This is an optimization exercise on Yosys and OpenROAD, whose aim is small area, a short achievable clock period and few clock cycles per item, not a production implementation.
Where RTL was checked, it was by simulation tests only, not by an equivalence proof against the original.
Power and IR drop assume default switching activity.

==> flow/design.v <==
`timescale 1ns / 1ps
package uvt_pkg;
    localparam int CmdW    = 2;
    localparam int ValueW  = 32;
    localparam int StatusW = 2;
    localparam int FoundW  = 4;
    localparam int CountW  = 5;
    localparam int InDataW  = 40;
    localparam int OutDataW = 16;
    typedef enum logic [CmdW-1:0] {
        CMD_APPEND = 2'd0,
        CMD_POP    = 2'd1,
        CMD_LOCATE = 2'd2,
        CMD_REMOVE = 2'd3
    } uvt_cmd_t;
    typedef enum logic [StatusW-1:0] {
        STAT_OK        = 2'd0,
        STAT_NOT_FOUND = 2'd1,
        STAT_FULL      = 2'd2,
        STAT_EMPTY     = 2'd3
    } uvt_status_t;
    typedef enum logic [1:0] {
        ST_IDLE,
        ST_SCAN,
        ST_MOVE,
        ST_RESP
    } uvt_state_t;
endpackage
`timescale 1ns / 1ps
module uvt_ram #(
    parameter int WIDTH = 32,
    parameter int DEPTH = 16
) (
    input  logic                     aclk,
    input  logic [DEPTH-1:0]         we,      
    input  logic [WIDTH-1:0]         wdata,   
    input  logic [DEPTH-1:0]         lsel,    
    input  logic [WIDTH-1:0]         key,     
    output logic [DEPTH-1:0]         eq,      
    output logic [WIDTH-1:0]         rdata    
);
    logic [WIDTH-1:0] mem [DEPTH];
    always_ff @(posedge aclk) begin
        for (int j = 0; j < DEPTH; j++) begin
            if (we[j]) mem[j] <= wdata;
        end
    end
    always_comb begin
        rdata = '0;
        for (int j = 0; j < DEPTH; j++) begin
            eq[j] = (mem[j] == key);
            rdata = rdata | (mem[j] & {WIDTH{lsel[j]}});
        end
    end
endmodule
`timescale 1ns / 1ps
import uvt_pkg::*;
module unordered_value_table_unit #(
    parameter int DEPTH = 16
) (
    input  logic                aclk,
    input  logic                aresetn,
    input  logic                s_tvalid,
    output logic                s_tready,
    input  logic [uvt_pkg::InDataW-1:0]  s_tdata,
    output logic                m_tvalid,
    input  logic                m_tready,
    output logic [uvt_pkg::OutDataW-1:0] m_tdata
);
    localparam int AW = $clog2(DEPTH);
    localparam int CW = $clog2(DEPTH + 1);
    localparam int RW = StatusW + FoundW + CountW;
    logic              s_tready_reg;
    logic              e_valid;
    logic [CmdW-1:0]   e_cmd;
    logic [ValueW-1:0] e_val;
    logic [DEPTH-1:0]  e_eq;
    logic [DEPTH-1:0]  e_fix_sel;    
    logic              e_fix_val;    
    logic [CW-1:0]     cnt_reg;
    logic [DEPTH-1:0]  occ;
    logic [DEPTH-1:0]  last_sel;
    logic [1:0]        q_n;
    logic [RW-1:0]     q_head;
    logic [RW-1:0]     q_tail;
    logic              accept;
    logic              fire;
    logic              pop;
    logic [1:0]        q_n_next;
    logic              e_valid_next;
    assign accept = s_tvalid && s_tready_reg;
    assign fire   = e_valid && !q_n[1];
    assign pop    = q_n != 2'd0 && m_tready;
    assign q_n_next     = q_n - 2'(pop) + 2'(fire);
    assign e_valid_next = accept || (e_valid && !fire);
    assign s_tready = s_tready_reg;
    assign m_tvalid = q_n != 2'd0;
    assign m_tdata  = {{(OutDataW-RW){1'b0}}, q_head};
    logic [CmdW-1:0]   s_cmd;
    logic [ValueW-1:0] s_val;
    logic [DEPTH-1:0]  c_eq;
    logic              c_fix_eq;
    logic [ValueW-1:0] last_val;
    assign s_cmd     = s_tdata[CmdW-1:0];
    assign s_val     = s_tdata[CmdW+ValueW-1:CmdW];
    assign c_fix_eq  = s_val == wdata;
    logic              is_app, is_pop, is_loc, is_rem;
    logic [DEPTH-1:0]  eq;
    logic [DEPTH-1:0]  hit;
    logic [DEPTH-1:0]  first;
    logic [DEPTH-1:0]  app_sel;
    logic [DEPTH-1:0]  we;
    logic [ValueW-1:0] wdata;
    logic              any_hit;
    logic [AW-1:0]     fidx;
    logic              empty, full;
    logic              grow, shrink;
    logic [CW-1:0]     cnt_next;
    logic [DEPTH-1:0]  occ_next;
    logic [DEPTH-1:0]  last_next;
    logic [StatusW-1:0] stat;
    logic [RW-1:0]     res;
    assign is_app = e_cmd == CMD_APPEND;
    assign is_pop = e_cmd == CMD_POP;
    assign is_loc = e_cmd == CMD_LOCATE;
    assign is_rem = e_cmd == CMD_REMOVE;
    assign empty  = !occ[0];
    assign full   = occ[DEPTH-1];
    always_comb begin
        eq = (e_eq & ~e_fix_sel) | (e_fix_sel & {DEPTH{e_fix_val}});
        hit = eq & occ;
        first = '0;
        fidx = '0;
        for (int j = DEPTH - 1; j >= 0; j--) begin
            if (hit[j]) begin
                first = '0;
                first[j] = 1'b1;
                fidx = AW'(j);
            end
        end
        any_hit = |hit;
        app_sel = {last_sel[DEPTH-2:0], empty};
    end
    assign wdata = is_rem ? last_val : e_val;
    assign we    = fire ? (is_app ? app_sel : is_rem ? first : '0) : '0;
    assign grow   = is_app && !full;
    assign shrink = (is_pop && !empty) || (is_rem && any_hit);
    always_comb begin
        cnt_next  = cnt_reg;
        occ_next  = occ;
        last_next = last_sel;
        if (grow) begin
            cnt_next  = cnt_reg + CW'(1);
            occ_next  = {occ[DEPTH-2:0], 1'b1};
            last_next = app_sel;
        end else if (shrink) begin
            cnt_next  = cnt_reg - CW'(1);
            occ_next  = {1'b0, occ[DEPTH-1:1]};
            last_next = {1'b0, last_sel[DEPTH-1:1]};
        end
    end
    always_comb begin
        if (is_app) stat = full ? STAT_FULL : STAT_OK;
        else if (empty) stat = STAT_EMPTY;
        else if (is_pop || any_hit) stat = STAT_OK;
        else stat = STAT_NOT_FOUND;
    end
    assign res = {cnt_next, (is_loc || is_rem) ? fidx : AW'(0), stat};
    uvt_ram #(
        .WIDTH(ValueW),
        .DEPTH(DEPTH)
    ) u_entries (
        .aclk  (aclk),
        .we    (we),
        .wdata (wdata),
        .lsel  (last_sel),
        .key   (s_val),
        .eq    (c_eq),
        .rdata (last_val)
    );
    always_ff @(posedge aclk) begin
        if (!aresetn) begin
            e_valid      <= 1'b0;
            s_tready_reg <= 1'b1;
            cnt_reg      <= '0;
            occ          <= '0;
            last_sel     <= '0;
            q_n          <= 2'd0;
        end else begin
            e_valid      <= e_valid_next;
            s_tready_reg <= !e_valid_next || !q_n_next[1];
            if (fire) begin
                cnt_reg  <= cnt_next;
                occ      <= occ_next;
                last_sel <= last_next;
            end
            q_n <= q_n_next;
        end
    end
    always_ff @(posedge aclk) begin
        if (accept) begin
            e_cmd     <= s_cmd;
            e_val     <= s_val;
            e_eq      <= c_eq;
            e_fix_sel <= we;
            e_fix_val <= c_fix_eq;
        end
        if (q_n == 2'd0 || (q_n == 2'd1 && pop)) begin
            if (fire) q_head <= res;
        end else if (q_n == 2'd2 && pop) begin
            q_head <= q_tail;
        end
        if (fire && q_n == 2'd1 && !pop) q_tail <= res;
    end
endmodule
==> flow/config.mk <==
export PLATFORM = sky130hd
export DESIGN_NAME = unordered_value_table_unit
export DESIGN_NICKNAME = unordered_value_table_unit
export VERILOG_FILES = /design/flow/design.v
export SDC_FILE = /design/flow/constraint.sdc
export NUM_CORES = 4
export LEC_CHECK = 0
export CAP_MARGIN = 20
export CORE_MARGIN = 2
export CORE_UTILIZATION = 40
export CTS_BUF_LIST = sky130_fd_sc_hd__clkbuf_16
export CTS_CLUSTER_DIAMETER = 80
export CTS_CLUSTER_SIZE = 30
export PLACE_DENSITY = 0.6
export SETUP_SLACK_MARGIN = 2.3
export SLEW_MARGIN = 20
==> flow/constraint.sdc <==
create_clock -name core_clock -period 5.0 [get_ports {aclk}]
set_input_delay 1.0000 -clock core_clock [delete_from_list [all_inputs] [get_ports {aclk}]]
set_output_delay 1.0000 -clock core_clock [all_outputs]
set_load 0.01 [all_outputs]
standard.sh (not shown) runs the stock make flow with config.mk's settings and CLKGATE_MAP_FILE= SYNTH_SCRIPT=/design/flow/synth_recipe.tcl, a recipe that flattens the netlist after the stock synthesis.
==> flow/flow/run.sh <==
#!/bin/bash
# Standard layout with two changes: ports are buffered by a plain buffer
# instead of the default pick, and the resizer may change a cell's footprint
# in every stage (the platform limits it to same-footprint swaps before
# global routing).
set -euo pipefail
export BUFFER_PORTS_ARGS="-buffer_cell sky130_fd_sc_hd__buf_4"
sed 's/CLKGATE_MAP_FILE= /CLKGATE_MAP_FILE= MATCH_CELL_FOOTPRINT=0 /' standard.sh > standard_fp.sh
cp standard_fp.sh standard_fp.sh.log
bash standard_fp.sh > standard.log 2>&1
Testbench counts at the start, summed over its fixed seeds: cycles 12,016, items 12,000.
Edit:
--- a/flow/design.v
+++ b/flow/design.v
@@ -33,25 +33,27 @@
 ) (
     input  logic                     aclk,
     input  logic [DEPTH-1:0]         we,      
     input  logic [WIDTH-1:0]         wdata,   
     input  logic [DEPTH-1:0]         lsel,    
     input  logic [WIDTH-1:0]         key,     
-    output logic [DEPTH-1:0]         eq,      
+    output logic [DEPTH-1:0]         eq_lo,   
+    output logic [DEPTH-1:0]         eq_hi,   
     output logic [WIDTH-1:0]         rdata    
 );
     logic [WIDTH-1:0] mem [DEPTH];
     always_ff @(posedge aclk) begin
         for (int j = 0; j < DEPTH; j++) begin
             if (we[j]) mem[j] <= wdata;
         end
     end
     always_comb begin
         rdata = '0;
         for (int j = 0; j < DEPTH; j++) begin
-            eq[j] = (mem[j] == key);
+            eq_lo[j] = (mem[j][WIDTH/2-1:0] == key[WIDTH/2-1:0]);
+            eq_hi[j] = (mem[j][WIDTH-1:WIDTH/2] == key[WIDTH-1:WIDTH/2]);
             rdata = rdata | (mem[j] & {WIDTH{lsel[j]}});
         end
     end
 endmodule
 `timescale 1ns / 1ps
 import uvt_pkg::*;
@@ -67,46 +69,40 @@
     input  logic                m_tready,
     output logic [uvt_pkg::OutDataW-1:0] m_tdata
 );
     localparam int AW = $clog2(DEPTH);
     localparam int CW = $clog2(DEPTH + 1);
     localparam int RW = StatusW + FoundW + CountW;
-    logic              s_tready_reg;
     logic              e_valid;
     logic [CmdW-1:0]   e_cmd;
     logic [ValueW-1:0] e_val;
-    logic [DEPTH-1:0]  e_eq;
+    logic [DEPTH-1:0]  e_eq_lo;
+    logic [DEPTH-1:0]  e_eq_hi;
     logic [DEPTH-1:0]  e_fix_sel;    
     logic              e_fix_val;    
     logic [CW-1:0]     cnt_reg;
     logic [DEPTH-1:0]  occ;
     logic [DEPTH-1:0]  last_sel;
-    logic [1:0]        q_n;
-    logic [RW-1:0]     q_head;
-    logic [RW-1:0]     q_tail;
+    logic              m_valid;
+    logic [RW-1:0]     m_res;
     logic              accept;
     logic              fire;
-    logic              pop;
-    logic [1:0]        q_n_next;
-    logic              e_valid_next;
-    assign accept = s_tvalid && s_tready_reg;
-    assign fire   = e_valid && !q_n[1];
-    assign pop    = q_n != 2'd0 && m_tready;
-    assign q_n_next     = q_n - 2'(pop) + 2'(fire);
-    assign e_valid_next = accept || (e_valid && !fire);
-    assign s_tready = s_tready_reg;
-    assign m_tvalid = q_n != 2'd0;
-    assign m_tdata  = {{(OutDataW-RW){1'b0}}, q_head};
+    assign fire   = e_valid && (!m_valid || m_tready);
+    assign accept = s_tvalid && s_tready;
+    assign s_tready = !e_valid || fire;
+    assign m_tvalid = m_valid;
+    assign m_tdata  = {{(OutDataW-RW){1'b0}}, m_res};
     logic [CmdW-1:0]   s_cmd;
     logic [ValueW-1:0] s_val;
-    logic [DEPTH-1:0]  c_eq;
+    logic [DEPTH-1:0]  c_eq_lo;
+    logic [DEPTH-1:0]  c_eq_hi;
     logic              c_fix_eq;
     logic [ValueW-1:0] last_val;
     assign s_cmd     = s_tdata[CmdW-1:0];
     assign s_val     = s_tdata[CmdW+ValueW-1:CmdW];
-    assign c_fix_eq  = s_val == wdata;
+    assign c_fix_eq  = is_rem ? (s_val == last_val) : (s_val == e_val);
     logic              is_app, is_pop, is_loc, is_rem;
     logic [DEPTH-1:0]  eq;
     logic [DEPTH-1:0]  hit;
     logic [DEPTH-1:0]  first;
     logic [DEPTH-1:0]  app_sel;
     logic [DEPTH-1:0]  we;
@@ -124,13 +120,13 @@
     assign is_pop = e_cmd == CMD_POP;
     assign is_loc = e_cmd == CMD_LOCATE;
     assign is_rem = e_cmd == CMD_REMOVE;
     assign empty  = !occ[0];
     assign full   = occ[DEPTH-1];
     always_comb begin
-        eq = (e_eq & ~e_fix_sel) | (e_fix_sel & {DEPTH{e_fix_val}});
+        eq = (e_eq_lo & e_eq_hi & ~e_fix_sel) | (e_fix_sel & {DEPTH{e_fix_val}});
         hit = eq & occ;
         first = '0;
         fidx = '0;
         for (int j = DEPTH - 1; j >= 0; j--) begin
             if (hit[j]) begin
                 first = '0;
@@ -172,44 +168,39 @@
     ) u_entries (
         .aclk  (aclk),
         .we    (we),
         .wdata (wdata),
         .lsel  (last_sel),
         .key   (s_val),
-        .eq    (c_eq),
+        .eq_lo (c_eq_lo),
+        .eq_hi (c_eq_hi),
         .rdata (last_val)
     );
     always_ff @(posedge aclk) begin
         if (!aresetn) begin
             e_valid      <= 1'b0;
-            s_tready_reg <= 1'b1;
             cnt_reg      <= '0;
             occ          <= '0;
             last_sel     <= '0;
-            q_n          <= 2'd0;
+            m_valid      <= 1'b0;
         end else begin
-            e_valid      <= e_valid_next;
-            s_tready_reg <= !e_valid_next || !q_n_next[1];
+            e_valid      <= accept || (e_valid && !fire);
             if (fire) begin
                 cnt_reg  <= cnt_next;
                 occ      <= occ_next;
                 last_sel <= last_next;
             end
-            q_n <= q_n_next;
+            m_valid <= fire || (m_valid && !m_tready);
         end
     end
     always_ff @(posedge aclk) begin
         if (accept) begin
             e_cmd     <= s_cmd;
             e_val     <= s_val;
-            e_eq      <= c_eq;
+            e_eq_lo   <= c_eq_lo;
+            e_eq_hi   <= c_eq_hi;
             e_fix_sel <= we;
             e_fix_val <= c_fix_eq;
         end
-        if (q_n == 2'd0 || (q_n == 2'd1 && pop)) begin
-            if (fire) q_head <= res;
-        end else if (q_n == 2'd2 && pop) begin
-            q_head <= q_tail;
-        end
-        if (fire && q_n == 2'd1 && !pop) q_tail <= res;
+        if (fire) m_res <= res;
     end
 endmodule
Effect: The new run went through all stages and came out clean. Register-to-register slack is worse by 0.06 ns. Routed wire length decreases by 14%. Die area decreases by 0.43%. Worst setup slack is worse by 0.051 ns. Global-route usage decreases by 5.4 points. Total power decreases by 17%. Utilization increases by 0.57 points. Via count decreases by 2.2%. Clock skew decreases by 0.018 ns. Non-clock buffer count decreases by 13.
For the second run of this note, only the layout was checked, not whether the RTL still works.

static timing again, ports no longer ideal:
In the flow no input, the clock included, has a driving cell. The finished layouts below were timed again as built, in two steps. Step 1, drivers: a clkbuf_16 drives aclk and a buf_2 each remaining input, both assumed. Step 2 also shifts input and output timing later by t, the mid clock arrival at the registers, as if the neighbouring blocks saw the same clock. a / b / c = ideal / step 1 / step 2; a / b = the first two.
run | t (ns) | setup WS [ns] | worst register clock-pin slew, ns | worst slew at a driven data input, ns | pins driven straight from the clock port
the first run | 0.663 | 2.191 / 2.201 / 1.571 | 0.12 / 0.12 | 0.06 | 1
the second run | 0.674 | 2.140 / 2.140 / 1.577 | 0.11 / 0.11 | 0.15 | 1
After both steps every run listed still meets setup and hold. The setup slack of the first run, which loses most, moves by +0.010 ns with the drivers and by -0.620 ns with both steps.
